This is an optimization exercise on Yosys and OpenROAD, whose aim is small area, a short achievable clock period and few clock cycles, not a production implementation.
Only simulation tests tie the RTL to the original design; equivalence was not proved.

**flow/constraint.sdc**
```tcl
create_clock -name core_clock -period 12.5 [get_ports {i_clk}]
set_input_delay 2.5000 -clock core_clock [delete_from_list [all_inputs] [get_ports {i_clk}]]
set_output_delay 2.5000 -clock core_clock [all_outputs]
set_load 0.01 [all_outputs]
```
**flow/design.v**
```verilog
`timescale 1ns / 1ps
`default_nettype none
package rbp_pkg;
    typedef logic signed [15:0] t_coord16;
    typedef logic        [2:0]  t_cfg_idx;
    typedef logic        [15:0] t_cfg_data;
    typedef logic        [2:0]  t_seg_num;
    localparam t_cfg_idx CFG_RAIL_LEFT   = 3'd0;
    localparam t_cfg_idx CFG_RAIL_RIGHT  = 3'd1;
    localparam t_cfg_idx CFG_RAIL_TOP    = 3'd2;
    localparam t_cfg_idx CFG_RAIL_BOTTOM = 3'd3;
    localparam t_cfg_idx CFG_GAIN        = 3'd4;
    localparam t_cfg_idx CFG_SPEED_LIMIT = 3'd5;
    localparam t_cfg_idx CFG_PREVIEW     = 3'd6;
    localparam logic signed [15:0] RST_RAIL_LEFT   = 16'sd0;
    localparam logic signed [15:0] RST_RAIL_RIGHT  = 16'sd16383;
    localparam logic signed [15:0] RST_RAIL_TOP    = 16'sd0;
    localparam logic signed [15:0] RST_RAIL_BOTTOM = 16'sd8191;
    localparam logic        [11:0] RST_GAIN        = 12'd256;
    localparam logic        [15:0] RST_SPEED_LIMIT = 16'd16000;
    typedef logic [2:0] t_hit;
    localparam t_hit HIT_NONE   = 3'd0;
    localparam t_hit HIT_LEFT   = 3'd1;
    localparam t_hit HIT_RIGHT  = 3'd2;
    localparam t_hit HIT_TOP    = 3'd3;
    localparam t_hit HIT_BOTTOM = 3'd4;
    typedef logic [1:0] t_dst;
    localparam t_dst DST_CX = 2'd2;
    localparam t_dst DST_CY = 2'd3;
endpackage
`default_nettype wire
`timescale 1ns / 1ps
`default_nettype none
module ray_bounce_path_in_box (
    input  wire                 i_clk,
    input  wire                 i_rst_n,
    input  wire                 i_cfg_we,
    input  rbp_pkg::t_cfg_idx   i_cfg_idx,
    input  rbp_pkg::t_cfg_data  i_cfg_data,
    input  wire                 i_in_valid,
    output logic                o_in_stall,
    input  rbp_pkg::t_coord16   i_start_x,
    input  rbp_pkg::t_coord16   i_start_y,
    input  rbp_pkg::t_coord16   i_aim_x,
    input  rbp_pkg::t_coord16   i_aim_y,
    output logic                o_out_valid,
    input  wire                 i_out_stall,
    output rbp_pkg::t_coord16   o_seg_start_x,
    output rbp_pkg::t_coord16   o_seg_start_y,
    output rbp_pkg::t_coord16   o_seg_end_x,
    output rbp_pkg::t_coord16   o_seg_end_y,
    output rbp_pkg::t_seg_num   o_segment_number,
    output logic                o_over_speed,
    output logic                o_last_segment
);
    localparam logic [33:0] K_RST = 34'd255999999;   
    localparam logic [4:0] S_IDLE = 5'd0;
    localparam logic [4:0] S_SQ1  = 5'd1;
    localparam logic [4:0] S_SQ2  = 5'd2;
    localparam logic [4:0] S_SQ3  = 5'd3;
    localparam logic [4:0] S_SQ4  = 5'd4;
    localparam logic [4:0] S_PREP = 5'd5;
    localparam logic [4:0] S_MUL  = 5'd6;
    localparam logic [4:0] S_XM1  = 5'd7;
    localparam logic [4:0] S_XM2  = 5'd8;
    localparam logic [4:0] S_XM3  = 5'd9;
    localparam logic [4:0] S_XCMP = 5'd10;
    localparam logic [4:0] S_DIV  = 5'd11;
    localparam logic [4:0] S_FIN  = 5'd12;
    localparam logic [4:0] S_REFL = 5'd13;
    localparam logic [4:0] S_RW   = 5'd14;
    localparam logic [4:0] S_KA   = 5'd15;
    localparam logic [4:0] S_KB   = 5'd16;
    localparam logic [4:0] S_KC   = 5'd17;
    localparam logic [4:0] S_KD1  = 5'd18;
    localparam logic [4:0] S_KE1  = 5'd19;
    localparam logic [4:0] S_KD2  = 5'd20;
    localparam logic [4:0] S_KE2  = 5'd21;
    function automatic logic signed [15:0] sat16(input logic signed [21:0] v);
        if (v > 22'sd32767) begin
            sat16 = 16'sh7fff;
        end else if (v < -22'sd32768) begin
            sat16 = 16'sh8000;
        end else begin
            sat16 = v[15:0];
        end
    endfunction
    function automatic logic [15:0] mag17(input logic signed [16:0] v);
        mag17 = v[16] ? 16'(-v) : v[15:0];
    endfunction
    function automatic logic [1:0] rank17(input logic signed [16:0] v);
        rank17 = v[16] ? 2'd0 : ((v == 17'sd0) ? 2'd1 : 2'd2);
    endfunction
    logic signed [15:0] r_cl, r_cr, r_ct, r_cb;
    logic [11:0]        r_gain;
    logic [15:0]        r_lim;
    logic               r_prev;
    always_ff @(posedge i_clk) begin
        if (!i_rst_n) begin
            r_cl   <= rbp_pkg::RST_RAIL_LEFT;
            r_cr   <= rbp_pkg::RST_RAIL_RIGHT;
            r_ct   <= rbp_pkg::RST_RAIL_TOP;
            r_cb   <= rbp_pkg::RST_RAIL_BOTTOM;
            r_gain <= rbp_pkg::RST_GAIN;
            r_lim  <= rbp_pkg::RST_SPEED_LIMIT;
            r_prev <= 1'b1;
        end else if (i_cfg_we) begin
            case (i_cfg_idx)
                rbp_pkg::CFG_RAIL_LEFT:   r_cl   <= i_cfg_data;
                rbp_pkg::CFG_RAIL_RIGHT:  r_cr   <= i_cfg_data;
                rbp_pkg::CFG_RAIL_TOP:    r_ct   <= i_cfg_data;
                rbp_pkg::CFG_RAIL_BOTTOM: r_cb   <= i_cfg_data;
                rbp_pkg::CFG_GAIN:        r_gain <= i_cfg_data[11:0];
                rbp_pkg::CFG_SPEED_LIMIT: r_lim  <= i_cfg_data;
                rbp_pkg::CFG_PREVIEW:     r_prev <= i_cfg_data[0];
                default: ;
            endcase
        end
    end
    logic w_kwrite;
    assign w_kwrite = i_cfg_we && ((i_cfg_idx == rbp_pkg::CFG_GAIN) ||
                                   (i_cfg_idx == rbp_pkg::CFG_SPEED_LIMIT));
    logic [4:0]         r_st;
    logic               r_stall;
    logic               r_finacc;            
    logic               r_pend;              
    logic signed [15:0] r_sx, r_sy, r_ex, r_ey;
    logic               r_pxn, r_pyn;        
    logic [2:0]         r_k;
    logic               r_over;
    logic [1:0]         r_ovs;               
    logic [15:0]        r_ma, r_mb;          
    logic [1:0]         r_mc;                
    logic [32:0]        r_prod;              
    logic [32:0]        r_p1;                
    logic [15:0]        r_dd;                
    logic [17:0]        r_dd3;               
    logic               r_qneg;              
    logic               r_ovf;               
    logic [1:0]         r_cnt;
    logic               r_side;              
    logic               r_xright;            
    logic               r_ybot;              
    logic               r_p1neg, r_p2neg;    
    logic               r_testr;             
    logic               r_rdet, r_rval;      
    logic               r_ftop, r_fbot, r_flft, r_frgt;   
    logic [33:0]        r_kth;
    logic               r_kalw, r_kdirty, r_ksat;
    logic [1:0]         r_kchunk;
    logic               r_ov;
    logic signed [15:0] r_osx, r_osy, r_oex, r_oey;
    logic [2:0]         r_ok;
    logic               r_oover, r_olast;
    logic [32:0] w_add, w_mul;
    always_comb begin
        case (r_mc)
            2'd1:    w_add = 33'd128;
            2'd2:    w_add = r_p1;
            2'd3:    w_add = '1;
            default: w_add = '0;
        endcase
    end
    assign w_mul = 33'(r_ma * r_mb) + w_add;
    logic [31:0] w_dstep;
    always_comb begin
        logic [15:0] rr, zz;
        logic [17:0] x;
        logic [18:0] t1, t2, t3;
        rr = r_prod[31:16];
        zz = r_prod[15:0];
        for (int j = 0; j < 2; j++) begin
            x  = {rr, zz[15:14]};
            t1 = {1'b0, x} - {3'b0, r_dd};
            t2 = {1'b0, x} - {2'b0, r_dd, 1'b0};
            t3 = {1'b0, x} - {1'b0, r_dd3};
            zz = {zz[13:0], 2'b00};
            if (!t3[18]) begin
                rr = t3[15:0];
                zz[1:0] = 2'd3;
            end else if (!t2[18]) begin
                rr = t2[15:0];
                zz[1:0] = 2'd2;
            end else if (!t1[18]) begin
                rr = t1[15:0];
                zz[1:0] = 2'd1;
            end else begin
                rr = x[15:0];
            end
        end
        w_dstep = {rr, zz};
    end
    logic w_top, w_bot, w_lft, w_rgt, w_tbo;
    logic signed [15:0] w_y;
    logic signed [16:0] w_dx, w_dy, w_ysy, w_tsy, w_bsy, w_lsx, w_rsx;
    logic [15:0] w_adx, w_ady;
    logic [1:0]  w_rkp, w_rkl, w_rkr;
    logic        w_ldet, w_lval, w_rdet, w_rval;
    logic        w_dxz, w_dyz;
    always_ff @(posedge i_clk) begin
        r_ftop <= r_ey < r_ct;
        r_fbot <= r_ey > r_cb;
        r_flft <= r_ex < r_cl;
        r_frgt <= r_ex > r_cr;
    end
    assign w_top = r_ftop;
    assign w_bot = r_fbot;
    assign w_lft = r_flft;
    assign w_rgt = r_frgt;
    assign w_tbo = w_top || w_bot;
    assign w_y   = w_top ? r_ct : r_cb;
    assign w_dx  = 17'(r_ex) - 17'(r_sx);
    assign w_dy  = 17'(r_ey) - 17'(r_sy);
    assign w_adx = mag17(w_dx);
    assign w_ady = mag17(w_dy);
    assign w_dxz = (w_dx == 17'sd0);
    assign w_dyz = (w_dy == 17'sd0);
    assign w_tsy = 17'(r_ct) - 17'(r_sy);
    assign w_bsy = 17'(r_cb) - 17'(r_sy);
    assign w_ysy = w_top ? w_tsy : w_bsy;
    assign w_lsx = 17'(r_cl) - 17'(r_sx);
    assign w_rsx = 17'(r_cr) - 17'(r_sx);
    assign w_rkp = (w_ysy == 17'sd0 || w_dxz) ? 2'd1 :
                   ((w_ysy[16] ^ w_dx[16] ^ w_dy[16]) ? 2'd0 : 2'd2);
    assign w_rkl = rank17(w_lsx);
    assign w_rkr = rank17(w_rsx);
    assign w_ldet = !((w_rkp == w_rkl) && (w_rkp != 2'd1));
    assign w_lval = w_rkp < w_rkl;
    assign w_rdet = !((w_rkp == w_rkr) && (w_rkp != 2'd1));
    assign w_rval = w_rkp > w_rkr;
    logic [1:0] w_hk;
    logic       w_hright;       
    always_comb begin
        w_hright = 1'b0;
        if (!w_tbo) begin
            w_hk     = (w_lft || w_rgt) ? 2'd1 : 2'd0;
            w_hright = !w_lft;
        end else if (w_dyz) begin
            w_hk     = (w_lft || w_rgt) ? 2'd1 : 2'd2;
            w_hright = !w_lft;
        end else if (w_ldet && w_lval) begin
            w_hk = 2'd1;
        end else if (w_ldet && w_rdet) begin
            w_hk     = w_rval ? 2'd1 : 2'd2;
            w_hright = 1'b1;
        end else begin
            w_hk = 2'd3;
        end
    end
    logic w_mlt, w_mgt, w_lt, w_gt, w_sidehit;
    assign w_mlt = r_p1 < r_prod;
    assign w_mgt = r_p1 > r_prod;
    assign w_lt  = r_p1neg ? w_mgt : w_mlt;
    assign w_gt  = r_p1neg ? w_mlt : w_mgt;
    assign w_sidehit = r_testr ? w_gt : w_lt;
    logic [15:0] w_alsx, w_arsx, w_aysy, w_amsel;
    logic        w_nmsel;
    assign w_alsx = mag17(w_lsx);
    assign w_arsx = mag17(w_rsx);
    assign w_aysy = mag17(w_ysy);
    always_comb begin
        case (r_st)
            S_PREP: begin
                w_amsel = (w_hk == 2'd1) ? (w_hright ? w_arsx : w_alsx) : w_aysy;
                w_nmsel = (w_hk == 2'd1) ? (w_hright ? w_rsx[16] : w_lsx[16]) : w_ysy[16];
            end
            S_XM1: begin
                w_amsel = r_testr ? w_arsx : w_alsx;
                w_nmsel = r_testr ? w_rsx[16] : w_lsx[16];
            end
            default: begin
                w_amsel = w_arsx;
                w_nmsel = w_rsx[16];
            end
        endcase
    end
    logic [15:0] w_d3src;
    logic [17:0] w_d3;
    always_comb begin
        case (r_st)
            S_MUL:   w_d3src = r_dd;
            S_XM2:   w_d3src = w_adx;
            S_KC:    w_d3src = 16'(r_gain);
            default: w_d3src = w_ady;
        endcase
    end
    assign w_d3 = {2'b0, w_d3src} + {1'b0, w_d3src, 1'b0};
    logic signed [15:0] w_xc, w_yr;
    assign w_xc = r_xright ? r_cr : r_cl;
    assign w_yr = r_ybot ? r_cb : r_ct;
    logic signed [15:0] w_rfx, w_rfl;
    assign w_rfx = w_hright ? r_cr : r_cl;
    assign w_rfl = sat16(22'((18'(r_side ? w_xc : w_yr) <<< 1) -
                             18'(r_side ? r_ex : r_ey)));
    logic               w_fin, w_rb, w_aneg;
    logic [19:0]        w_av;
    logic signed [15:0] w_abase, w_res;
    logic signed [21:0] w_asum;
    assign w_fin   = (r_st == S_FIN);
    assign w_rb    = w_fin && ({r_prod[31:16], 1'b0} >= {1'b0, r_dd});
    assign w_av    = w_fin ? {4'b0, r_prod[15:0]} : r_prod[27:8];
    assign w_aneg  = w_fin ? r_qneg : ((r_st == S_SQ2) ? r_pxn : r_pyn);
    assign w_abase = (w_fin ? r_side : (r_st != S_SQ2)) ? r_sy : r_sx;
    logic signed [21:0] w_asum0, w_asum1;
    assign w_asum0 = 22'(w_abase) + (w_aneg ? ~{2'b0, w_av} : {2'b0, w_av});
    assign w_asum1 = 22'(w_abase) + (w_aneg ? ~{2'b0, w_av} : {2'b0, w_av}) + 22'sd1;
    assign w_asum  = (w_aneg ^ w_rb) ? w_asum1 : w_asum0;
    assign w_res   = (w_fin && r_ovf) ? (r_qneg ? 16'sh8000 : 16'sh7fff) : sat16(w_asum);
    logic w_ovnow;
    assign w_ovnow = (r_ovs == 2'd0) ? r_over : (r_kalw || ({1'b0, r_p1} > r_kth));
    logic signed [16:0] w_px, w_py;
    assign w_px = 17'(i_start_x) - 17'(i_aim_x);
    assign w_py = 17'(i_start_y) - 17'(i_aim_y);
    logic w_ofree;
    assign w_ofree = !r_ov || !i_out_stall;
    logic w_acc;
    assign w_acc = i_in_valid && !o_in_stall;
    logic w_none_comb;
    assign w_none_comb = !(r_ey < r_ct) && !(r_ey > r_cb) && !(r_ex < r_cl) && !(r_ex > r_cr);
    logic w_lastnext;
    assign w_lastnext = (r_k == 3'd7) || !(r_ftop || r_fbot || r_flft || r_frgt);
    always_ff @(posedge i_clk) begin : seq
        logic [4:0] nst;
        logic       nkdirty;
        if (!i_rst_n) begin
            r_st     <= S_IDLE;
            r_stall  <= 1'b0;
            r_finacc <= 1'b0;
            r_pend   <= 1'b0;
            r_ov     <= 1'b0;
            r_ovs    <= 2'd0;
            r_kth    <= K_RST;
            r_kalw   <= 1'b0;
            r_kdirty <= 1'b0;
        end else begin
            nst     = r_st;
            nkdirty = r_kdirty || w_kwrite;
            if (r_ov && !i_out_stall) begin
                r_ov <= 1'b0;
            end
            if (r_ovs == 2'd1) begin
                r_over <= w_ovnow;
                r_ovs  <= 2'd0;
            end
            case (r_st)
                S_IDLE: begin
                    if (r_kdirty) begin
                        nst = S_KA;
                    end else if (w_acc && r_prev) begin
                        r_k <= 3'd0;
                        nst = S_SQ1;
                    end
                end
                S_SQ1: begin
                    r_prod <= w_mul;
                    if (r_pend) begin
                        if (w_ofree) begin
                            r_ov    <= 1'b1;
                            r_osx   <= r_oex;
                            r_osy   <= r_oey;
                            r_oex   <= r_ex;
                            r_oey   <= r_ey;
                            r_ok    <= r_k;
                            r_oover <= r_over;
                            r_olast <= 1'b1;
                            r_pend  <= 1'b0;
                            r_k     <= 3'd0;
                        end
                    end
                    if (!r_pend || w_ofree) begin
                        r_mb <= r_p1[15:0];
                        nst  = S_SQ2;
                    end
                end
                S_SQ2: begin
                    r_ex   <= w_res;
                    r_prod <= w_mul;
                    r_ma   <= r_p1[31:16];
                    r_mb   <= r_p1[31:16];
                    r_mc   <= 2'd0;
                    nst    = S_SQ3;
                end
                S_SQ3: begin
                    r_ey   <= w_res;
                    r_p1   <= w_mul;
                    r_ma   <= r_p1[15:0];
                    r_mb   <= r_p1[15:0];
                    r_mc   <= 2'd2;
                    nst    = S_SQ4;
                end
                S_SQ4: begin
                    r_p1  <= w_mul;
                    r_ovs <= 2'd1;
                    r_mc  <= 2'd0;
                    nst   = S_PREP;
                end
                S_PREP: begin
                    r_ybot <= !w_top;
                    case (w_hk)
                        2'd0: begin
                            if (w_ofree) begin
                                r_ov    <= 1'b1;
                                r_osx   <= r_sx;
                                r_osy   <= r_sy;
                                r_oex   <= r_ex;
                                r_oey   <= r_ey;
                                r_ok    <= r_k;
                                r_oover <= w_ovnow;
                                r_olast <= 1'b1;
                                nst     = S_IDLE;
                                if (w_acc && r_prev) begin
                                    r_k <= 3'd0;
                                    nst = S_SQ1;
                                end
                            end
                        end
                        2'd1: begin
                            if (w_dxz) begin
                                if (w_ofree) begin
                                    r_ov    <= 1'b1;
                                    r_osx   <= r_sx;
                                    r_osy   <= r_sy;
                                    r_oex   <= w_rfx;
                                    r_oey   <= r_ey;
                                    r_ok    <= r_k;
                                    r_oover <= w_ovnow;
                                    r_olast <= (r_k == 3'd7);
                                    r_sx    <= w_rfx;
                                    r_sy    <= r_ey;
                                    r_side  <= 1'b1;
                                    r_xright <= w_hright;
                                    r_k     <= r_k + 3'd1;
                                    nst     = (r_k == 3'd7) ? S_IDLE : S_REFL;
                                end
                            end else begin
                                r_side   <= 1'b1;
                                r_xright <= w_hright;
                                r_ma     <= w_amsel;
                                r_mb     <= w_ady;
                                r_dd     <= w_adx;
                                r_qneg   <= w_nmsel ^ w_dy[16] ^ w_dx[16];
                                nst      = S_MUL;
                            end
                        end
                        2'd2: begin
                            if (w_dyz) begin
                                if (w_ofree) begin
                                    r_ov    <= 1'b1;
                                    r_osx   <= r_sx;
                                    r_osy   <= r_sy;
                                    r_oex   <= r_ex;
                                    r_oey   <= w_y;
                                    r_ok    <= r_k;
                                    r_oover <= w_ovnow;
                                    r_olast <= (r_k == 3'd7);
                                    r_sx    <= r_ex;
                                    r_sy    <= w_y;
                                    r_side  <= 1'b0;
                                    r_k     <= r_k + 3'd1;
                                    nst     = (r_k == 3'd7) ? S_IDLE : S_REFL;
                                end
                            end else begin
                                r_side <= 1'b0;
                                r_ma   <= w_amsel;
                                r_mb   <= w_adx;
                                r_dd   <= w_ady;
                                r_qneg <= w_nmsel ^ w_dx[16] ^ w_dy[16];
                                nst    = S_MUL;
                            end
                        end
                        default: begin
                            r_ma    <= w_amsel;
                            r_mb    <= w_adx;
                            r_p1neg <= (w_rkp == 2'd0);
                            r_testr <= w_ldet;     
                            r_rdet  <= w_rdet;
                            r_rval  <= w_rval;
                            nst     = S_XM1;
                        end
                    endcase
                end
                S_MUL: begin
                    r_prod <= w_mul;
                    r_dd3  <= w_d3;
                    r_cnt  <= '0;
                    nst    = S_DIV;
                end
                S_XM1: begin
                    r_prod  <= w_mul;
                    r_ma    <= w_amsel;
                    r_mb    <= w_ady;
                    r_p2neg <= w_nmsel;
                    nst     = S_XM2;
                end
                S_XM2: begin
                    r_p1   <= r_prod;
                    r_prod <= w_mul;
                    r_dd   <= w_adx;
                    r_dd3  <= w_d3;
                    nst    = S_XCMP;
                end
                S_XM3: begin
                    r_prod <= w_mul;
                    nst    = S_XCMP;
                end
                S_XCMP: begin
                    r_cnt <= '0;
                    if (w_sidehit) begin
                        r_side       <= 1'b1;
                        r_xright     <= r_testr;
                        r_qneg       <= r_p2neg ^ w_dy[16] ^ w_dx[16];
                        r_ovf        <= r_prod[31:16] >= r_dd;
                        r_prod[31:0] <= w_dstep;
                        r_cnt        <= 2'd1;
                        nst          = S_DIV;
                    end else if (!r_testr && !r_rdet) begin
                        r_testr <= 1'b1;
                        r_ma    <= w_amsel;
                        r_mb    <= w_ady;
                        r_p2neg <= w_nmsel;
                        nst     = S_XM3;
                    end else if (!r_testr && r_rval) begin
                        r_side   <= 1'b1;
                        r_xright <= 1'b1;
                        r_ma     <= w_amsel;
                        r_mb     <= w_ady;
                        r_qneg   <= w_nmsel ^ w_dy[16] ^ w_dx[16];
                        nst      = S_MUL;
                    end else begin
                        r_side <= 1'b0;
                        r_prod <= r_p1;
                        r_dd   <= w_ady;
                        r_dd3  <= w_d3;
                        r_qneg <= r_p1neg;
                        nst    = S_DIV;
                    end
                end
                S_DIV: begin
                    if (r_cnt == 2'd0) begin
                        r_ovf <= r_prod[31:16] >= r_dd;
                    end
                    if (r_cnt == 2'd1) begin
                        if (r_side) begin
                            r_ex <= w_rfl;
                        end else begin
                            r_ey <= w_rfl;
                        end
                    end
                    r_prod[31:0] <= w_dstep;
                    r_cnt        <= r_cnt + 2'd1;
                    if (r_cnt == 2'd3) begin
                        nst = S_FIN;
                    end
                end
                S_FIN: begin
                    if (w_ofree) begin
                        r_ov    <= 1'b1;
                        r_osx   <= r_sx;
                        r_osy   <= r_sy;
                        r_oex   <= r_side ? w_xc : w_res;
                        r_oey   <= r_side ? w_res : w_yr;
                        r_ok    <= r_k;
                        r_oover <= w_ovnow;
                        r_olast <= (r_k == 3'd7);
                        r_sx    <= r_side ? w_xc : w_res;
                        r_sy    <= r_side ? w_res : w_yr;
                        r_k     <= r_k + 3'd1;
                        nst     = (r_k == 3'd7) ? S_IDLE : S_PREP;
                        if (w_acc && r_prev) begin
                            r_pend <= (r_k != 3'd7);
                            nst    = S_SQ1;
                        end
                    end
                end
                S_REFL: begin
                    if (r_side) begin
                        r_ex <= w_rfl;
                    end else begin
                        r_ey <= w_rfl;
                    end
                    nst = S_RW;
                end
                S_RW: nst = S_PREP;
                S_KA: begin
                    r_ma  <= r_lim;
                    r_mb  <= r_lim;
                    r_mc  <= 2'd3;
                    nst   = S_KB;
                end
                S_KB: begin
                    r_prod <= w_mul;
                    r_mc   <= 2'd0;
                    nst    = S_KC;
                end
                S_KC: begin
                    if (r_lim == 16'd0) begin
                        r_kalw  <= 1'b1;
                        nkdirty = 1'b0;
                        nst     = S_IDLE;
                    end else begin
                        r_kalw   <= 1'b0;
                        r_ex     <= r_prod[31:16];
                        r_ey     <= r_prod[15:0];
                        r_dd     <= 16'(r_gain);
                        r_dd3    <= w_d3;
                        r_sx     <= '0;
                        r_sy     <= '0;
                        r_ksat   <= 1'b0;
                        r_kchunk <= 2'd0;
                        r_prod   <= {17'd0, r_prod[31:16]};
                        r_cnt    <= '0;
                        nst      = S_KD1;
                    end
                end
                S_KD1, S_KD2: begin
                    r_prod[31:0] <= w_dstep;
                    r_cnt        <= r_cnt + 2'd1;
                    if (r_cnt == 2'd3) begin
                        nst = (r_st == S_KD1) ? S_KE1 : S_KE2;
                    end
                end
                S_KE1: begin
                    r_sx   <= r_prod[31:16];
                    r_prod <= {1'b0, r_sy, r_prod[15:0]};
                    nst    = S_KD2;
                end
                S_KE2: begin
                    r_sy     <= r_prod[31:16];
                    r_kth    <= {r_kth[17:0], r_prod[15:0]};
                    r_kchunk <= r_kchunk + 2'd1;
                    if (r_kchunk == 2'd0 && r_prod[15:2] != 14'd0) begin
                        r_ksat <= 1'b1;
                    end
                    if (r_kchunk == 2'd2) begin
                        if (r_ksat) begin
                            r_kth <= '1;
                        end
                        nkdirty = 1'b0;
                        nst     = S_IDLE;
                    end else begin
                        r_prod <= {1'b0, r_sx, (r_kchunk == 2'd0) ? r_ey : 16'hffff};
                        nst    = S_KD1;
                    end
                end
                default: nst = S_IDLE;
            endcase
            if (w_acc && r_prev) begin
                r_sx  <= i_start_x;
                r_sy  <= i_start_y;
                r_p1  <= {1'b0, mag17(w_px), mag17(w_py)};
                r_pxn <= w_px[16];
                r_pyn <= w_py[16];
                r_ma  <= 16'(r_gain);
                r_mb  <= mag17(w_px);
                r_mc  <= 2'd1;
                r_ovs <= 2'd2;
            end
            if (w_kwrite) begin
                nkdirty = 1'b1;
                if (r_st >= S_KA) begin
                    nst = S_KA;
                end
            end
            r_st     <= nst;
            r_kdirty <= nkdirty;
            r_finacc <= ((nst == S_FIN) && w_lastnext) || ((nst == S_PREP) && w_none_comb);
            r_stall  <= !((nst == S_IDLE) || ((nst == S_FIN) && w_lastnext) ||
                          ((nst == S_PREP) && w_none_comb)) || nkdirty;
        end
    end
    assign o_in_stall       = r_stall || (r_finacc && r_ov);
    assign o_out_valid      = r_ov;
    assign o_seg_start_x    = r_osx;
    assign o_seg_start_y    = r_osy;
    assign o_seg_end_x      = r_oex;
    assign o_seg_end_y      = r_oey;
    assign o_segment_number = r_ok;
    assign o_over_speed     = r_oover;
    assign o_last_segment   = r_olast;
endmodule
`default_nettype wire
```
**flow/config.mk**
```make
export PLATFORM = sky130hd
export DESIGN_NAME = ray_bounce_path_in_box
export DESIGN_NICKNAME = ray_bounce_path_in_box
export VERILOG_FILES = /design/flow/design.v
export SDC_FILE = /design/flow/constraint.sdc
export NUM_CORES = 4
export LEC_CHECK = 0
export CAP_MARGIN = 20
export CORE_MARGIN = 2
export CORE_UTILIZATION = 40
export SLEW_MARGIN = 20
```
**flow/run.sh**
```bash
#!/bin/bash
# synth_recipe.tcl (not shown) runs the flow's synth.tcl, then flattens the netlist and writes it again
# the make line also repeats each setting of config.mk as NAME=value (left out here)
make -C /OpenROAD-flow-scripts/flow DESIGN_CONFIG=/design/flow/config.mk WORK_HOME=/design/flow/orfs CLKGATE_MAP_FILE= SYNTH_SCRIPT=/design/flow/synth_recipe.tcl finish
```
==> qor.yml, run 1 <==
finish:
  final_cell_mix: "838 x nand2_1, 614 x inv_1, 538 x ha_1"
  multi_input_area_um2: 39000
  finalInstanceArea_um2: 60000
  n_fill_cell: 13300
  layout_commonest_cell: "nand2_1"
  drive_above_1_share: 0.0548
  syn_to_final_growth_pct: 11.3
  regArea_um2: 11500
  nNetsFinal: 7701
timing:
  setup_viol: 0
  rsz0062_at_grt: "no"
  final.period_utilization: 0.716
  min_period_ns: 8.95
  fin_worst_skew_ns: 0.0558
  fin_tns_setup_ns: 0
  finalHoldViolations: 0
  tightest_slew_ns: 1.41
  max_freq_mhz: 112
  finalMaxSlewViolations: 0
  slew_headroom: 0.0592
critical_path:
  worstSetupPathType: "reg -> reg"
  timing.rr.end: "r_oex[5]$_DFFE_PP_"
  slowest_stage: "a21oi_1"
  endpoint_kind: "register"
  ff2ff_path_depth: 30
  crit_arrival_ns: 9.36
  cpPeakStageDelay_ns: 0.76
  crit_path_frequent_cell: "o21ai_0"
  required_ns: 12.92
  worstSetupStartpoint: "r_ftop$_DFF_P_"
  critPathLaunchType: "register"
  cp-endpoint: "r_oex[5]$_DFFE_PP_"
  rr_startpoint: "r_ftop$_DFF_P_"
  path_max_fanout: 33
  r2r_setup_slack_ns: 3.55
floorplan:
  dieHeight_um: 371
  placementRows: 134
  core-area_um2: 134000
  initial_utilization: 0.403
  dieArea_um2: 138000
  pin_count: 159
  die_x_um: 371
worst_hold_path:
  hold_path_class: "reg -> reg"
synthesis:
  ys_seq_elements: 432
  ys.flop_type: "edfxtp_1"
  yosys.area.top_type_share: 0.161
  ys_seq_area_frac: 0.214
  synth-async-reset-ratio: 0
  synth_area_leaders: "edfxtp_1 16%, ha_1 12%, fa_1 9.0%"
  postSynthCellCount: 6756
  yosys.area.top_type: "edfxtp_1"
  ys_types: 110
  syn_area_um2: 53900
  synth-edff-count: 288
  ys_warn_count: 1
  syn_nets: 7624
  synth_area_per_cell_um2: 7.97
routing:
  wirelength_um: 282000
  avgRoutedWirePerCell_um: 32.5
  vias: 56100
  drtPass1Iterations: 9
  vias_per_cell: 6.47
  route.antenna.remaining_nets: 0
  drc: 0
  drt_iter0_markers: 7754
clock_network:
  cts_root_buffer: "clkbuf_16"
  clkTransAtPathRegs_ns: 0.06
  post_cts_buffers: 0
  cts-htree-levels: 2
  cts_resized: 0
  cts_buffers: 55
  clk_path_buf_depth: 3
  cts_tree: "built"
  cts.sinks: 432
  ctsHoldBuffers: 0
  clk_latency_ns: 0.72
global_route:
  grtUsageTotal: 0.401
  grt_antenna_before_repair: 36
  grt_pass1_wl_um: 393000
  first_global_vias: 52300
  grt_overflow: 0
  grt_max_degree: 130
place:
  place_congestion: 1.10
  placed_area_um2: 57900
  hpwl_um: 225000
  numPortBuffers: 158
status:
  status: "timing/DRC/antenna clean"
flow_run:
  drv_cap: 0
through the flow:
step	worst slack (ns)	hold slack, ns	util	instances
2_1_floorplan	4.67	0.437	-	6756
6_report	3.55	0.475	0.449	8666
3_5_place_dp	3.83	0.462	0.433	8542
4_1_cts	3.81	0.474	0.448	8646
3_3_place_gp	4.04	0.463	0.433	8535
5_1_grt	2.78	0.501	0.449	8648
critical path: cells and delay by family, from the launching register on:
family          cells  cell delay, ns
fa+ha+maj           3            1.09
flops               1            0.30
simple gates        8            1.74
compound gates     14            4.28
buf+inv             5            1.21
logic make-up after synthesis:
| kind of cell | Yosys count | synth area share |
|---|---|---|
| AND/OR/NAND/NOR | 2232 | 0.192 |
| AO/OA/AOI/OAI | 1948 | 0.239 |
| buffers and inverters | 924 | 0.0650 |
| adder cells (fa/ha/maj) | 780 | 0.215 |
| flip-flops | 432 | 0.214 |
| XOR/XNOR | 317 | 0.0515 |
| multiplexers | 123 | 0.0234 |
state kept, by name (all words and copies together), names as in the netlist, 18 cells and up:
name    flops
r_kth      34
r_p1       33
r_prod     33
r_dd3      18
worst min-delay path by stage:
| stage | to | slack [ns] | depth (start not counted) | from |
|---|---|---|---|---|
| 2_1_floorplan | r_kalw$_SDFFE_PN0P_ | 0.44 | 2 | r_kalw$_SDFFE_PN0P_ |
| 3_3_place_gp | r_kth[30]$_SDFFE_PN0P_ | 0.46 | 2 | r_kth[30]$_SDFFE_PN0P_ |
| 3_5_place_dp | r_kth[31]$_SDFFE_PN0P_ | 0.46 | 2 | r_kth[31]$_SDFFE_PN0P_ |
| 4_1_cts | r_kth[31]$_SDFFE_PN0P_ | 0.47 | 2 | r_kth[31]$_SDFFE_PN0P_ |
| 5_1_grt | r_kth[31]$_SDFFE_PN0P_ | 0.50 | 2 | r_kth[31]$_SDFFE_PN0P_ |
| 6_report | r_kth[31]$_SDFFE_PN0P_ | 0.48 | 2 | r_kth[31]$_SDFFE_PN0P_ |
metal layers:
layer  global-route usage  routed length [um]
met3                0.118               32100
met2                0.592              118000
met1                0.496              107000
met4                0.292               25100
met5                    0                 198
cell type report:
class                   instances  share of cell area
inverters                     620              0.0388
clock buffers                  62              0.0242
multi-input cells            5400               0.650
clock inverters                42             0.00947
repair buffers                324              0.0474
diodes                         18            0.000751
well taps                    1768              0.0369
flip-flops and latches        432               0.192
Yosys cell counts, drive strengths merged (46+ instances only):
| cell type | count |
|---|---|
| xnor2 | 220 |
| a21o | 146 |
| fa | 242 |
| a211oi | 86 |
| o21a | 93 |
| ha | 538 |
| nand2b | 79 |
| nand2 | 840 |
| o211ai | 92 |
| nor2b | 79 |
| a21oi | 442 |
| o21ai | 473 |
| a221oi | 59 |
| inv | 616 |
| a222oi | 46 |
| edfxtp | 288 |
| o221ai | 50 |
| or3 | 54 |
| nor2 | 528 |
| xor2 | 97 |
| and2 | 116 |
| clkbuf | 266 |
| nand3 | 150 |
| a31oi | 95 |
| dfxtp | 144 |
| mux2i | 107 |
| nor3 | 179 |
Testbench counts, summed over its fixed seeds: cycles 19,135.
==> inputs of run 2 (changes only) <==
--- a/flow/design.v
+++ b/flow/design.v
@@ -53,12 +53,12 @@
     output logic                o_over_speed,
     output logic                o_last_segment
 );
-    localparam logic [33:0] K_RST = 34'd255999999;   
+    localparam logic [33:0] K_RST = 34'd256000000;   
     localparam logic [4:0] S_IDLE = 5'd0;
     localparam logic [4:0] S_SQ1  = 5'd1;
     localparam logic [4:0] S_SQ2  = 5'd2;
     localparam logic [4:0] S_SQ3  = 5'd3;
-    localparam logic [4:0] S_SQ4  = 5'd4;
+    localparam logic [4:0] S_NODV = 5'd4;
     localparam logic [4:0] S_PREP = 5'd5;
     localparam logic [4:0] S_MUL  = 5'd6;
     localparam logic [4:0] S_XM1  = 5'd7;
@@ -124,13 +124,17 @@
     logic               r_stall;
     logic               r_finacc;            
     logic               r_pend;              
+    logic               r_c_fin, r_c_sq2;    
+    logic               r_c_sq3, r_c_nodv;
+    logic               r_c_pmul;            
+    logic               r_c_pdiv;            
     logic signed [15:0] r_sx, r_sy, r_ex, r_ey;
     logic               r_pxn, r_pyn;        
     logic [2:0]         r_k;
     logic               r_over;
     logic [1:0]         r_ovs;               
     logic [15:0]        r_ma, r_mb;          
-    logic [1:0]         r_mc;                
+    logic               r_macc;              
     logic [32:0]        r_prod;              
     logic [32:0]        r_p1;                
     logic [15:0]        r_dd;                
@@ -146,22 +150,14 @@
     logic               r_rdet, r_rval;      
     logic               r_ftop, r_fbot, r_flft, r_frgt;   
     logic [33:0]        r_kth;
-    logic               r_kalw, r_kdirty, r_ksat;
+    logic               r_kexact, r_kdirty, r_ksat;
     logic [1:0]         r_kchunk;
     logic               r_ov;
     logic signed [15:0] r_osx, r_osy, r_oex, r_oey;
     logic [2:0]         r_ok;
     logic               r_oover, r_olast;
-    logic [32:0] w_add, w_mul;
-    always_comb begin
-        case (r_mc)
-            2'd1:    w_add = 33'd128;
-            2'd2:    w_add = r_p1;
-            2'd3:    w_add = '1;
-            default: w_add = '0;
-        endcase
-    end
-    assign w_mul = 33'(r_ma * r_mb) + w_add;
+    logic [32:0] w_mul;
+    assign w_mul = 33'(r_ma * r_mb) + (r_macc ? r_p1 : 33'd0);
     logic [31:0] w_dstep;
     always_comb begin
         logic [15:0] rr, zz;
@@ -197,9 +193,13 @@
     logic [1:0]  w_rkp, w_rkl, w_rkr;
     logic        w_ldet, w_lval, w_rdet, w_rval;
     logic        w_dxz, w_dyz;
+    logic signed [21:0] w_asum;
+    logic w_q3top, w_q3bot;
+    assign w_q3top = (r_ct != 16'sh8000) && (w_asum < 22'(r_ct));
+    assign w_q3bot = (r_cb != 16'sh7fff) && (w_asum > 22'(r_cb));
     always_ff @(posedge i_clk) begin
-        r_ftop <= r_ey < r_ct;
-        r_fbot <= r_ey > r_cb;
+        r_ftop <= r_c_sq3 ? w_q3top : (r_ey < r_ct);
+        r_fbot <= r_c_sq3 ? w_q3bot : (r_ey > r_cb);
         r_flft <= r_ex < r_cl;
         r_frgt <= r_ex > r_cr;
     end
@@ -213,17 +213,29 @@
     assign w_dy  = 17'(r_ey) - 17'(r_sy);
     assign w_adx = mag17(w_dx);
     assign w_ady = mag17(w_dy);
-    assign w_dxz = (w_dx == 17'sd0);
-    assign w_dyz = (w_dy == 17'sd0);
+    assign w_dxz = (r_ex == r_sx);
+    assign w_dyz = (r_ey == r_sy);
     assign w_tsy = 17'(r_ct) - 17'(r_sy);
     assign w_bsy = 17'(r_cb) - 17'(r_sy);
     assign w_ysy = w_top ? w_tsy : w_bsy;
     assign w_lsx = 17'(r_cl) - 17'(r_sx);
     assign w_rsx = 17'(r_cr) - 17'(r_sx);
-    assign w_rkp = (w_ysy == 17'sd0 || w_dxz) ? 2'd1 :
-                   ((w_ysy[16] ^ w_dx[16] ^ w_dy[16]) ? 2'd0 : 2'd2);
-    assign w_rkl = rank17(w_lsx);
-    assign w_rkr = rank17(w_rsx);
+    logic w_dxn, w_dyn, w_ysn, w_ysz, w_tsn, w_tsz, w_bsn, w_bsz, w_lsn, w_lsz, w_rsn, w_rsz;
+    assign w_dxn = r_ex < r_sx;
+    assign w_dyn = r_ey < r_sy;
+    assign w_tsn = r_ct < r_sy;
+    assign w_tsz = r_ct == r_sy;
+    assign w_bsn = r_cb < r_sy;
+    assign w_bsz = r_cb == r_sy;
+    assign w_ysn = w_top ? w_tsn : w_bsn;
+    assign w_ysz = w_top ? w_tsz : w_bsz;
+    assign w_lsn = r_cl < r_sx;
+    assign w_lsz = r_cl == r_sx;
+    assign w_rsn = r_cr < r_sx;
+    assign w_rsz = r_cr == r_sx;
+    assign w_rkp = (w_ysz || w_dxz) ? 2'd1 : ((w_ysn ^ w_dxn ^ w_dyn) ? 2'd0 : 2'd2);
+    assign w_rkl = w_lsn ? 2'd0 : (w_lsz ? 2'd1 : 2'd2);
+    assign w_rkr = w_rsn ? 2'd0 : (w_rsz ? 2'd1 : 2'd2);
     assign w_ldet = !((w_rkp == w_rkl) && (w_rkp != 2'd1));
     assign w_lval = w_rkp < w_rkl;
     assign w_rdet = !((w_rkp == w_rkr) && (w_rkp != 2'd1));
@@ -295,19 +307,19 @@
     logic               w_fin, w_rb, w_aneg;
     logic [19:0]        w_av;
     logic signed [15:0] w_abase, w_res;
-    logic signed [21:0] w_asum;
-    assign w_fin   = (r_st == S_FIN);
-    assign w_rb    = w_fin && ({r_prod[31:16], 1'b0} >= {1'b0, r_dd});
+    assign w_fin   = r_c_fin;
+    assign w_rb    = w_fin ? ({r_prod[31:16], 1'b0} >= {1'b0, r_dd}) : r_prod[7];
     assign w_av    = w_fin ? {4'b0, r_prod[15:0]} : r_prod[27:8];
-    assign w_aneg  = w_fin ? r_qneg : ((r_st == S_SQ2) ? r_pxn : r_pyn);
-    assign w_abase = (w_fin ? r_side : (r_st != S_SQ2)) ? r_sy : r_sx;
+    assign w_aneg  = w_fin ? r_qneg : (r_c_sq2 ? r_pxn : r_pyn);
+    assign w_abase = (w_fin ? r_side : !r_c_sq2) ? r_sy : r_sx;
     logic signed [21:0] w_asum0, w_asum1;
     assign w_asum0 = 22'(w_abase) + (w_aneg ? ~{2'b0, w_av} : {2'b0, w_av});
     assign w_asum1 = 22'(w_abase) + (w_aneg ? ~{2'b0, w_av} : {2'b0, w_av}) + 22'sd1;
     assign w_asum  = (w_aneg ^ w_rb) ? w_asum1 : w_asum0;
     assign w_res   = (w_fin && r_ovf) ? (r_qneg ? 16'sh8000 : 16'sh7fff) : sat16(w_asum);
     logic w_ovnow;
-    assign w_ovnow = (r_ovs == 2'd0) ? r_over : (r_kalw || ({1'b0, r_p1} > r_kth));
+    assign w_ovnow = (r_ovs == 2'd0) ? r_over :
+                     (({1'b0, r_p1} > r_kth) || (r_kexact && ({1'b0, r_p1} == r_kth)));
     logic signed [16:0] w_px, w_py;
     assign w_px = 17'(i_start_x) - 17'(i_aim_x);
     assign w_py = 17'(i_start_y) - 17'(i_aim_y);
@@ -325,12 +337,18 @@
         if (!i_rst_n) begin
             r_st     <= S_IDLE;
             r_stall  <= 1'b0;
+            r_c_fin  <= 1'b0;
+            r_c_sq2  <= 1'b0;
+            r_c_sq3  <= 1'b0;
+            r_c_nodv <= 1'b0;
+            r_c_pmul <= 1'b0;
+            r_c_pdiv <= 1'b0;
             r_finacc <= 1'b0;
             r_pend   <= 1'b0;
             r_ov     <= 1'b0;
             r_ovs    <= 2'd0;
             r_kth    <= K_RST;
-            r_kalw   <= 1'b0;
+            r_kexact <= 1'b1;
             r_kdirty <= 1'b0;
         end else begin
             nst     = r_st;
@@ -352,17 +370,9 @@
                     end
                 end
                 S_SQ1: begin
-                    r_prod <= w_mul;
                     if (r_pend) begin
                         if (w_ofree) begin
                             r_ov    <= 1'b1;
-                            r_osx   <= r_oex;
-                            r_osy   <= r_oey;
-                            r_oex   <= r_ex;
-                            r_oey   <= r_ey;
-                            r_ok    <= r_k;
-                            r_oover <= r_over;
-                            r_olast <= 1'b1;
                             r_pend  <= 1'b0;
                             r_k     <= 3'd0;
                         end
@@ -374,10 +384,9 @@
                 end
                 S_SQ2: begin
                     r_ex   <= w_res;
-                    r_prod <= w_mul;
                     r_ma   <= r_p1[31:16];
                     r_mb   <= r_p1[31:16];
-                    r_mc   <= 2'd0;
+                    r_macc <= 1'b0;
                     nst    = S_SQ3;
                 end
                 S_SQ3: begin
@@ -385,28 +394,20 @@
                     r_p1   <= w_mul;
                     r_ma   <= r_p1[15:0];
                     r_mb   <= r_p1[15:0];
-                    r_mc   <= 2'd2;
-                    nst    = S_SQ4;
-                end
-                S_SQ4: begin
-                    r_p1  <= w_mul;
-                    r_ovs <= 2'd1;
-                    r_mc  <= 2'd0;
-                    nst   = S_PREP;
+                    r_macc <= 1'b1;
+                    nst    = S_PREP;
                 end
                 S_PREP: begin
+                    if (r_ovs == 2'd2) begin
+                        r_p1  <= w_mul;
+                        r_ovs <= 2'd1;
+                    end
+                    r_macc <= 1'b0;
                     r_ybot <= !w_top;
                     case (w_hk)
                         2'd0: begin
-                            if (w_ofree) begin
+                            if (w_ofree && r_ovs != 2'd2) begin
                                 r_ov    <= 1'b1;
-                                r_osx   <= r_sx;
-                                r_osy   <= r_sy;
-                                r_oex   <= r_ex;
-                                r_oey   <= r_ey;
-                                r_ok    <= r_k;
-                                r_oover <= w_ovnow;
-                                r_olast <= 1'b1;
                                 nst     = S_IDLE;
                                 if (w_acc && r_prev) begin
                                     r_k <= 3'd0;
@@ -416,22 +417,9 @@
                         end
                         2'd1: begin
                             if (w_dxz) begin
-                                if (w_ofree) begin
-                                    r_ov    <= 1'b1;
-                                    r_osx   <= r_sx;
-                                    r_osy   <= r_sy;
-                                    r_oex   <= w_rfx;
-                                    r_oey   <= r_ey;
-                                    r_ok    <= r_k;
-                                    r_oover <= w_ovnow;
-                                    r_olast <= (r_k == 3'd7);
-                                    r_sx    <= w_rfx;
-                                    r_sy    <= r_ey;
-                                    r_side  <= 1'b1;
-                                    r_xright <= w_hright;
-                                    r_k     <= r_k + 3'd1;
-                                    nst     = (r_k == 3'd7) ? S_IDLE : S_REFL;
-                                end
+                                r_side   <= 1'b1;
+                                r_xright <= w_hright;
+                                nst      = S_NODV;
                             end else begin
                                 r_side   <= 1'b1;
                                 r_xright <= w_hright;
@@ -444,21 +432,8 @@
                         end
                         2'd2: begin
                             if (w_dyz) begin
-                                if (w_ofree) begin
-                                    r_ov    <= 1'b1;
-                                    r_osx   <= r_sx;
-                                    r_osy   <= r_sy;
-                                    r_oex   <= r_ex;
-                                    r_oey   <= w_y;
-                                    r_ok    <= r_k;
-                                    r_oover <= w_ovnow;
-                                    r_olast <= (r_k == 3'd7);
-                                    r_sx    <= r_ex;
-                                    r_sy    <= w_y;
-                                    r_side  <= 1'b0;
-                                    r_k     <= r_k + 3'd1;
-                                    nst     = (r_k == 3'd7) ? S_IDLE : S_REFL;
-                                end
+                                r_side <= 1'b0;
+                                nst    = S_NODV;
                             end else begin
                                 r_side <= 1'b0;
                                 r_ma   <= w_amsel;
@@ -480,13 +455,11 @@
                     endcase
                 end
                 S_MUL: begin
-                    r_prod <= w_mul;
                     r_dd3  <= w_d3;
                     r_cnt  <= '0;
                     nst    = S_DIV;
                 end
                 S_XM1: begin
-                    r_prod  <= w_mul;
                     r_ma    <= w_amsel;
                     r_mb    <= w_ady;
                     r_p2neg <= w_nmsel;
@@ -494,13 +467,11 @@
                 end
                 S_XM2: begin
                     r_p1   <= r_prod;
-                    r_prod <= w_mul;
                     r_dd   <= w_adx;
                     r_dd3  <= w_d3;
                     nst    = S_XCMP;
                 end
                 S_XM3: begin
-                    r_prod <= w_mul;
                     nst    = S_XCMP;
                 end
                 S_XCMP: begin
@@ -546,7 +517,6 @@
                             r_ey <= w_rfl;
                         end
                     end
-                    r_prod[31:0] <= w_dstep;
                     r_cnt        <= r_cnt + 2'd1;
                     if (r_cnt == 2'd3) begin
                         nst = S_FIN;
@@ -555,13 +525,6 @@
                 S_FIN: begin
                     if (w_ofree) begin
                         r_ov    <= 1'b1;
-                        r_osx   <= r_sx;
-                        r_osy   <= r_sy;
-                        r_oex   <= r_side ? w_xc : w_res;
-                        r_oey   <= r_side ? w_res : w_yr;
-                        r_ok    <= r_k;
-                        r_oover <= w_ovnow;
-                        r_olast <= (r_k == 3'd7);
                         r_sx    <= r_side ? w_xc : w_res;
                         r_sy    <= r_side ? w_res : w_yr;
                         r_k     <= r_k + 3'd1;
@@ -572,6 +535,15 @@
                         end
                     end
                 end
+                S_NODV: begin
+                    if (w_ofree) begin
+                        r_ov  <= 1'b1;
+                        r_sx  <= r_side ? w_xc : r_ex;
+                        r_sy  <= r_side ? r_ey : w_yr;
+                        r_k   <= r_k + 3'd1;
+                        nst   = (r_k == 3'd7) ? S_IDLE : S_REFL;
+                    end
+                end
                 S_REFL: begin
                     if (r_side) begin
                         r_ex <= w_rfl;
@@ -582,38 +554,33 @@
                 end
                 S_RW: nst = S_PREP;
                 S_KA: begin
-                    r_ma  <= r_lim;
-                    r_mb  <= r_lim;
-                    r_mc  <= 2'd3;
-                    nst   = S_KB;
+                    r_ma   <= r_lim;
+                    r_mb   <= r_lim;
+                    r_macc <= 1'b0;
+                    nst    = S_KB;
                 end
                 S_KB: begin
-                    r_prod <= w_mul;
-                    r_mc   <= 2'd0;
-                    nst    = S_KC;
+                    nst = S_KC;
                 end
                 S_KC: begin
                     if (r_lim == 16'd0) begin
-                        r_kalw  <= 1'b1;
-                        nkdirty = 1'b0;
-                        nst     = S_IDLE;
-                    end else begin
-                        r_kalw   <= 1'b0;
-                        r_ex     <= r_prod[31:16];
-                        r_ey     <= r_prod[15:0];
-                        r_dd     <= 16'(r_gain);
-                        r_dd3    <= w_d3;
-                        r_sx     <= '0;
-                        r_sy     <= '0;
-                        r_ksat   <= 1'b0;
-                        r_kchunk <= 2'd0;
-                        r_prod   <= {17'd0, r_prod[31:16]};
-                        r_cnt    <= '0;
-                        nst      = S_KD1;
+                        r_kth     <= '0;
+                        nkdirty   = 1'b0;
                     end
+                    r_kexact <= 1'b1;
+                    r_ex     <= r_prod[31:16];
+                    r_ey     <= r_prod[15:0];
+                    r_dd     <= 16'(r_gain);
+                    r_dd3    <= w_d3;
+                    r_sx     <= '0;
+                    r_sy     <= '0;
+                    r_ksat   <= 1'b0;
+                    r_kchunk <= 2'd0;
+                    r_prod   <= {17'd0, r_prod[31:16]};
+                    r_cnt    <= '0;
+                    nst      = (r_lim == 16'd0) ? S_IDLE : S_KD1;
                 end
                 S_KD1, S_KD2: begin
-                    r_prod[31:0] <= w_dstep;
                     r_cnt        <= r_cnt + 2'd1;
                     if (r_cnt == 2'd3) begin
                         nst = (r_st == S_KD1) ? S_KE1 : S_KE2;
@@ -626,6 +593,9 @@
                 end
                 S_KE2: begin
                     r_sy     <= r_prod[31:16];
+                    if (r_kchunk == 2'd2 && (r_sx != 16'd0 || r_prod[31:16] != 16'd0)) begin
+                        r_kexact <= 1'b0;
+                    end
                     r_kth    <= {r_kth[17:0], r_prod[15:0]};
                     r_kchunk <= r_kchunk + 2'd1;
                     if (r_kchunk == 2'd0 && r_prod[15:2] != 14'd0) begin
@@ -638,7 +608,7 @@
                         nkdirty = 1'b0;
                         nst     = S_IDLE;
                     end else begin
-                        r_prod <= {1'b0, r_sx, (r_kchunk == 2'd0) ? r_ey : 16'hffff};
+                        r_prod <= {1'b0, r_sx, (r_kchunk == 2'd0) ? r_ey : 16'h0000};
                         nst    = S_KD1;
                     end
                 end
@@ -652,7 +622,7 @@
                 r_pyn <= w_py[16];
                 r_ma  <= 16'(r_gain);
                 r_mb  <= mag17(w_px);
-                r_mc  <= 2'd1;
+                r_macc <= 1'b0;
                 r_ovs <= 2'd2;
             end
             if (w_kwrite) begin
@@ -661,11 +631,38 @@
                     nst = S_KA;
                 end
             end
+            if (r_c_pdiv) begin
+                r_prod[31:0] <= w_dstep;
+            end
+            if (r_c_pmul) begin
+                r_prod <= w_mul;
+            end
+            r_c_fin  <= (nst == S_FIN);
+            r_c_sq2  <= (nst == S_SQ2);
+            r_c_sq3  <= (nst == S_SQ3);
+            r_c_nodv <= (nst == S_NODV);
+            r_c_pmul <= (nst == S_SQ1) || (nst == S_SQ2) || (nst == S_MUL) || (nst == S_XM1) ||
+                        (nst == S_XM2) || (nst == S_XM3) || (nst == S_KB);
+            r_c_pdiv <= (nst == S_DIV) || (nst == S_KD1) || (nst == S_KD2);
             r_st     <= nst;
             r_kdirty <= nkdirty;
-            r_finacc <= ((nst == S_FIN) && w_lastnext) || ((nst == S_PREP) && w_none_comb);
+            r_finacc <= ((nst == S_FIN) && w_lastnext) ||
+                        ((nst == S_PREP) && (r_st != S_SQ3) && w_none_comb);
             r_stall  <= !((nst == S_IDLE) || ((nst == S_FIN) && w_lastnext) ||
-                          ((nst == S_PREP) && w_none_comb)) || nkdirty;
+                          ((nst == S_PREP) && (r_st != S_SQ3) && w_none_comb)) || nkdirty;
+        end
+    end
+    always_ff @(posedge i_clk) begin
+        if (w_ofree) begin
+            r_osx   <= r_pend ? r_oex : r_sx;
+            r_osy   <= r_pend ? r_oey : r_sy;
+            r_oex   <= r_pend ? r_ex : (((r_c_fin || r_c_nodv) && r_side) ? w_xc :
+                                        (r_c_fin ? w_res : r_ex));
+            r_oey   <= r_pend ? r_ey : (((r_c_fin || r_c_nodv) && !r_side) ? w_yr :
+                                        (r_c_fin ? w_res : r_ey));
+            r_ok    <= r_k;
+            r_oover <= r_pend ? r_over : w_ovnow;
+            r_olast <= (r_c_fin || r_c_nodv) ? (r_k == 3'd7) : 1'b1;
         end
     end
     assign o_in_stall       = r_stall || (r_finacc && r_ov);
--- a/flow/config.mk
+++ b/flow/config.mk
@@ -8,4 +8,5 @@
 export CAP_MARGIN = 20
 export CORE_MARGIN = 2
 export CORE_UTILIZATION = 40
+export SETUP_SLACK_MARGIN = 5
 export SLEW_MARGIN = 20
==> run 2 against run 1 <==
- synthesized cell count is 2.9% higher
- critical path depth did not move
- sequential share of layout area down 0.76 points
- design area increased by 5.0%
- synthesized area rose by 3.7%
- count of clock-buffer cells in the layout increased by 4
- global-route usage is 0.93 points lower
- maximum frequency up 22%
- setup slack better by 1.6 ns
- first-iteration DRC count increased by 13%
- largest cell class unchanged
==> qor.yml, run 2 <==
routing:
  drt_iter0_markers: 8776  # +13%
  drtPass1Iterations: 9  # unchanged
  vias_per_cell: 6.51  # +0.66%
  vias: 58900  # +5.1%
  wirelength_um: 288000  # +1.9%
  route.antenna.remaining_nets: 0  # unchanged
  drc: 0  # unchanged
  avgRoutedWirePerCell_um: 31.8  # -2.3%
synthesis:
  ys_seq_area_frac: 0.208  # -0.00601
  yosys.area.top_type_share: 0.154  # -0.00625
  yosys.area_share.simple: 0.189  # -0.00284
  synth_area_per_cell_um2: 8.04  # +0.80%
  yosys.area.top_type: "edfxtp_1"
  synth_area_leaders: "edfxtp_1 15%, ha_1 13%, fa_1 8.7%"
  synth_adder_area_share: 0.221  # +0.00570
  synthMuxAreaShare: 0.0269  # +0.00356
  synth_top_family_by_area: "compound AO/OA/AOI/OAI gates"
  synth_compound_area_frac: 0.233  # -0.00619
  ys_seq_elements: 437  # +1.2%
  yosys-top-cells-count: "819 x nand2_1, 635 x inv_1, 596 x ha_1"
  synth_xor_area_frac: 0.0556  # +0.00406
  syn_area_um2: 55900  # +3.7%
  synth-async-reset-ratio: 0  # unchanged
  synth.most_common_cell: "nand2_1"
  ys_warn_count: 1  # unchanged
  postSynthCellCount: 6950  # +2.9%
  ys.flop_type: "edfxtp_1"
  synth-edff-count: 287  # -0.35%
  ys_types: 116  # +5.5%
  syn_nets: 7877  # +3.3%
place:
  place_congestion: 1.08  # -2.3%
  placed_area_um2: 59800  # +3.4%
  hpwl_um: 222000  # -1.2%
  pre_cts_slack_ns: 4.03  # +0.192 ns
  dp_cells: 8828  # +3.3%
  numPortBuffers: 158  # unchanged
finish:
  stdcell_count: 9045  # +4.4%
  layout_commonest_cell: "nand2_1"
  final_core_util: 0.453  # +0.00416
  n_fill_cell: 13900  # +4.2%
  drive_above_1_share: 0.0743  # +0.0195
  largest-register: "r_kth"
  top_regs: "r_kth x34, r_p1 x33, r_prod x33"
  finalInstanceArea_um2: 63000  # +5.0%
  largest_reg_flops: 34  # unchanged
  final_cell_mix: "818 x nand2_1, 629 x inv_1, 595 x ha_1"
  nNetsFinal: 8042  # +4.4%
  syn_to_final_growth_pct: 12.7
critical_path:
  critPathLaunchType: "register"
  cpPeakStageDelay_ns: 0.69  # -0.07 ns
  required_ns: 12.89  # -0.03 ns
  endpoint_kind: "register"
  worstSetupPathType: "reg -> reg"
  path_max_fanout: 30  # -9.1%
  crit_arrival_ns: 7.75  # -1.61 ns
  slowest_stage: "a2bb2oi_1"
clock_network:
  clk_path_buf_depth: 3  # unchanged
  cts-htree-levels: 2  # unchanged
  ctsHoldBuffers: 0  # unchanged
  cts.sinks: 437  # +1.2%
  clkTransAtPathRegs_ns: 0.07  # about the same
  cts_root_buffer: "clkbuf_16"
  clk_latency_ns: 0.70  # -0.02 ns
  cts_tree: "built"
  cts_buffers: 52  # -5.5%
timing:
  max_freq_mhz: 136  # +22%
  tightest_slew_ns: 1.23  # -0.184 ns
  fin_tns_setup_ns: 0  # unchanged
  finalHoldViolations: 0  # unchanged
  setup_viol: 0  # unchanged
  final.period_utilization: 0.588  # -0.128
  finalMaxSlewViolations: 0  # unchanged
  fin_ws_ns: 5.15  # +1.59 ns
  rsz0062_at_grt: "no"
  slew_headroom: 0.182  # +0.123
  fin_worst_skew_ns: 0.0590  # +0.00318 ns
  min_period_ns: 7.35  # -1.59 ns
global_route:
  first_global_vias: 54200  # +3.8%
  grtUsageTotal: 0.392  # -0.00928
  grt_pass1_wl_um: 401000  # +2.1%
  grt_overflow: 0  # unchanged
  grt_max_degree: 75  # -42%
  grt_antenna_before_repair: 27  # -25%
status:
  status: "timing/DRC/antenna clean"
flow_run:
  drv_cap: 0  # unchanged
floorplan:
  core-area_um2: 139000  # +4.0%
  dieArea_um2: 143000  # +3.7%
  initial_utilization: 0.402  # -0.00133
  pin_count: 159  # unchanged
  dieHeight_um: 378  # +1.8%
  placementRows: 137  # +2.2%
  die_x_um: 378  # +1.8%
worst_hold_path:
  hold_path_class: "reg -> reg"
[run 2: cell count changes after synthesis, sizes merged, moves of 20 or more]
cell    before  now
and2       116  158
nor3       179  124
nand3      150  118
o21ai      473  441
ha         538  596
o221ai      50   20
nor2       528  497
a222oi      46   20
nor4        27   60
nand4       44   67
a21oi      442  558
a221oi      59   81
nand2      840  820
xor2        97  143
[run 2: layout make-up]
type / count / area [um^2] / share of cell area
diodes: 11 / 27.5 / 0.000437
clock buffers: 66 / 1410 / 0.0225
clock inverters: 31 / 342 / 0.00542
inverters: 639 / 2420 / 0.0384
multi-input cells: 5553 / 40800 / 0.648
flip-flops and latches: 437 / 11600 / 0.185
well taps: 1876 / 2350 / 0.0373
repair buffers: 432 / 3970 / 0.0631
[run 2: through the flow]
stage	hold WS, ns
5_1_grt	0.479
3_5_place_dp	0.446
3_3_place_gp	0.440
6_report	0.451
2_1_floorplan	0.431
4_1_cts	0.453
[run 2: logic make-up after synthesis]
kind of cell / after synthesis
buf+inv: 960
xor+xnor: 353
fa+ha+maj: 839
flops: 437
compound gates: 1997
simple gates: 2218
mux: 146
[run 2: what timing repair did]
item	CTS	global route
endpoints found under the hold margin	0	0
resized for setup	7	36
endpoints found under the setup margin	65	163
setup buffers	80	25
pin swaps	0	2
[run 2: worst paths after layout]
path / depth (start not counted) / end / startpoint / slack [ns]
max: 30 / r_mb[13]$_DFFE_PP_ / r_sx[8]$_DFFE_PP_ / 5.15
min reg2reg: 2 / r_kth[21]$_SDFFE_PN0P_ / r_kth[21]$_SDFFE_PN0P_ / 0.45
min: 2 / r_kth[21]$_SDFFE_PN0P_ / r_kth[21]$_SDFFE_PN0P_ / 0.45
max reg2reg: 30 / r_mb[13]$_DFFE_PP_ / r_sx[8]$_DFFE_PP_ / 5.15
[run 2: metal layers]
metal  vias up  GRT usage  part of all wire
met2      4119      0.553              0.40
li1      25300          -                 -
met3      1096      0.124              0.13
met5         -          0           0.00099
met4        20      0.281             0.090
met1     28400      0.501              0.38
[run 2: worst max-delay path, delay by kind of cell, from the launching register on]
kind	cells	cell delay [ns]
and+or+nand+nor	9	1.47
AOI/OAI and AO/OA	12	2.75
DFF	1	0.51
muxes	1	0.08
buffers and inverters	3	0.80
xor gates and xnor gates	2	0.44
adders and majority gates	3	0.96
Testbench counts of run 2, summed over its fixed seeds: cycles 18,669.
==> inputs of run 3 (changes only) <==
==> flow/flow/run.sh (new file) <==
#!/bin/bash
set -euo pipefail
bash standard.sh SETUP_SLACK_MARGIN=6.5 finish > standard.log 2>&1
==> flow/standard.sh (new file) <==
#!/bin/bash
# synth_recipe.tcl (not shown) runs the flow's synth.tcl, then flattens the netlist and writes it again
# the make line also repeats each setting of config.mk as NAME=value (left out here)
make -C /OpenROAD-flow-scripts/flow DESIGN_CONFIG=/design/flow/config.mk WORK_HOME=/design/flow/orfs CLKGATE_MAP_FILE= SYNTH_SCRIPT=/design/flow/synth_recipe.tcl "${@:-finish}"
--- a/flow/config.mk
+++ b/flow/config.mk
@@ -8,5 +8,4 @@
 export CAP_MARGIN = 20
 export CORE_MARGIN = 2
 export CORE_UTILIZATION = 40
-export SETUP_SLACK_MARGIN = 5
 export SLEW_MARGIN = 20
removed: flow/run.sh
==> run 3 against run 2 <==
- clock skew down 0.019 ns
- non-clock buffer count up 339
- critical path type unchanged
- highest routed layer unchanged
==> qor.yml, run 3 <==
timing:
  finalMaxSlewViolations: 0  # unchanged
  fin_worst_skew_ns: 0.0397  # -0.0193 ns
  setup_viol: 0  # unchanged
  min_period_ns: 6.76  # -0.590 ns
  final.period_utilization: 0.541  # -0.0472
  max_freq_mhz: 148  # +8.7%
  finalHoldViolations: 0  # unchanged
  slew_headroom: 0.163  # -0.0197
  tightest_slew_ns: 1.25  # +0.0249 ns
  rsz0062_at_grt: "yes"
  fin_tns_setup_ns: 0  # unchanged
routing:
  vias_per_cell: 6.47  # -0.64%
  wl_met1_um: 109000  # -1.1%
  drc: 0  # unchanged
  drt_iter0_markers: 9348  # +6.5%
  vias: 60900  # +3.3%
  drtPass1Iterations: 11  # +2
  avgRoutedWirePerCell_um: 31.6  # -0.70%
  route.antenna.remaining_nets: 0  # unchanged
  wirelength_um: 297000  # +3.2%
  highest_layer: "met5"
finish:
  nNetsFinal: 8389  # +4.3%
  top_regs: "r_kth x34, r_p1 x33, r_prod x33"
  largest_reg_flops: 34  # unchanged
  drive_above_1_share: 0.181  # +0.107
  finalInstanceArea_um2: 69300  # +10%
  final_cell_mix: "791 x nand2_1, 579 x inv_1, 545 x ha_1"
  syn_to_final_growth_pct: 24.1
synthesis:
  synth-async-reset-ratio: 0  # unchanged
  syn_area_um2: 55900  # unchanged
  synth_area_per_cell_um2: 8.04  # unchanged
  ys_seq_elements: 437  # unchanged
  syn_nets: 7877  # unchanged
  synth.most_common_cell: "nand2_1"
  postSynthCellCount: 6950  # unchanged
  ys_seq_area_frac: 0.208  # unchanged
  ys_types: 116  # unchanged
  synth-edff-count: 287  # unchanged
  synth_area_leaders: "edfxtp_1 15%, ha_1 13%, fa_1 8.7%"
  yosys.area.top_type_share: 0.154  # unchanged
place:
  placed_area_um2: 60100  # +0.37%
  numPortBuffers: 158  # unchanged
  hpwl_um: 219000  # -1.5%
clock_network:
  cts_buffers: 56  # +7.7%
  clk_path_buf_depth: 3  # unchanged
  cts_root_buffer: "clkbuf_16"
  cts_tree: "built"
  clk_latency_ns: 0.71  # about the same
  cts-htree-levels: 2  # unchanged
floorplan:
  pin_count: 159  # unchanged
  die_x_um: 378  # unchanged
  core-area_um2: 139000  # unchanged
  dieArea_um2: 143000  # unchanged
critical_path:
  cpPeakStageDelay_ns: 0.58  # -0.11 ns
  critPathLaunchType: "register"
  slowest_stage: "fa_1"
  required_ns: 12.94  # +0.05 ns
  worstSetupPathType: "reg -> reg"
worst_hold_path:
  hold_path_class: "reg -> reg"
  min-delay-start: "r_kth[19]$_SDFFE_PN0P_"
flow_run:
  drv_cap: 0  # unchanged
status:
  status: "timing/DRC/antenna clean"
global_route:
  first_global_vias: 55800  # +2.9%
  grt_max_degree: 131  # +75%
  grt_overflow: 0  # unchanged
## run 3: cell types whose count changed in the layout (fill, tap and decap cells not counted), moves of 29 or more
cell,previous run,this run
ha_1,595,545
nor2_1,489,459
a21oi_2,4,61
buf_4,244,504
xnor2_1,207,178
buf_6,2,50
inv_1,629,579
a21oi_1,550,483
o21ai_0,427,383
ha_4,0,32
## run 3: cell type report
cell class / count / area (um^2)
clock buffers: 70 / 1520
multi-input cells: 5557 / 43800
flip-flops and latches: 437 / 11600
fillers: 13300 / 69700
clock inverters: 36 / 353
inverters: 639 / 2530
well taps: 1876 / 2350
diodes: 17 / 42.5
repair buffers: 771 / 7070
## run 3: through the flow
| step | util | instances | setup WS (ns) | hold slack (ns) |
|---|---|---|---|---|
| after global placement | 0.432 | 8824 | 4.48 | 0.440 |
| after detailed placement | 0.432 | 8824 | 4.42 | 0.443 |
| after global routing | 0.498 | 9392 | 5.61 | 0.466 |
| final | 0.499 | 9403 | 5.74 | 0.454 |
| after floorplan | - | 6950 | 6.33 | 0.431 |
| after CTS | 0.477 | 9212 | 6.09 | 0.452 |
## run 3: repair_timing
action                                  4_1_cts  5_1_grt
cloned                                        7        2
pin swaps                                   191      168
setup buffers                               275      169
endpoints found under the setup margin      269      297
resized for setup                           422      325
## run 3: routing by layer
layer / up-vias / track usage
met5: - / 0
met1: 29200 / 0.501
met3: 1258 / 0.151
met2: 4397 / 0.566
li1: 26000 / -
met4: 16 / 0.282
## run 3: worst paths after layout
check	end	slack (ns)	cells past startpoint
setup / recovery	r_prod[29]$_DFFE_PP_	5.74	23
setup reg to reg	r_prod[29]$_DFFE_PP_	5.74	23
hold reg to reg	r_kth[19]$_SDFFE_PN0P_	0.45	2
hold / removal	r_kth[19]$_SDFFE_PN0P_	0.45	2
## run 3: cells by family (layout without fill, tap and decap cells)
| family | count (synthesis) | after routing | share of synthesized area |
|---|---|---|---|
| and+or+nand+nor | 2218 | 2220 | 0.189 |
| DFF | 437 | 437 | 0.208 |
| xor gates and xnor gates | 353 | 353 | 0.0556 |
| other | 0 | 17 | 0 |
| AOI/OAI and AO/OA | 1997 | 1999 | 0.233 |
| buffers and inverters | 960 | 1516 | 0.0667 |
| muxes | 146 | 146 | 0.0269 |
| adders and majority gates | 839 | 839 | 0.221 |
## run 3: worst max-delay path: cells and delay by family, from the launching register on
kind | cells | cell delay [ns]
DFF | 1 | 0.45
buffers and inverters | 3 | 0.43
and+or+nand+nor | 3 | 0.33
adders and majority gates | 7 | 3.29
AOI/OAI and AO/OA | 10 | 2.00

[separate check: timing with driven ports]
How much do the figures lean on ideal ports? The routed layouts below were timed once more, with nothing changed but the port constraints. Step 1 assumes that a clkbuf_16 drives the clock port and a buf_2 every other input. Step 2 also shifts input and output timing later by t, the mid clock arrival at the registers, as if the neighbouring blocks saw the same clock. a / b / c = ideal / step 1 / step 2; a / b = the first two.
run | t, ns | slack for setup (ns) | clock arrival spread, ns | worst data-port slew with drivers (ns) | cell pins on the clock port's net
run 1 | 0.772 | 3.554 / 3.553 / 3.553 | 0.055 / 0.056 | 0.06 | 1
run 2 | 0.750 | 5.148 / 5.148 / 4.925 | 0.060 / 0.059 | 0.13 | 1
run 3 | 0.771 | 5.738 / 5.738 / 5.464 | 0.039 / 0.040 | 0.13 | 1
After both steps every run listed still meets setup and hold. For run 3, which loses most, drivers alone change the setup slack by 0.000 ns; drivers and shift together by -0.274 ns.
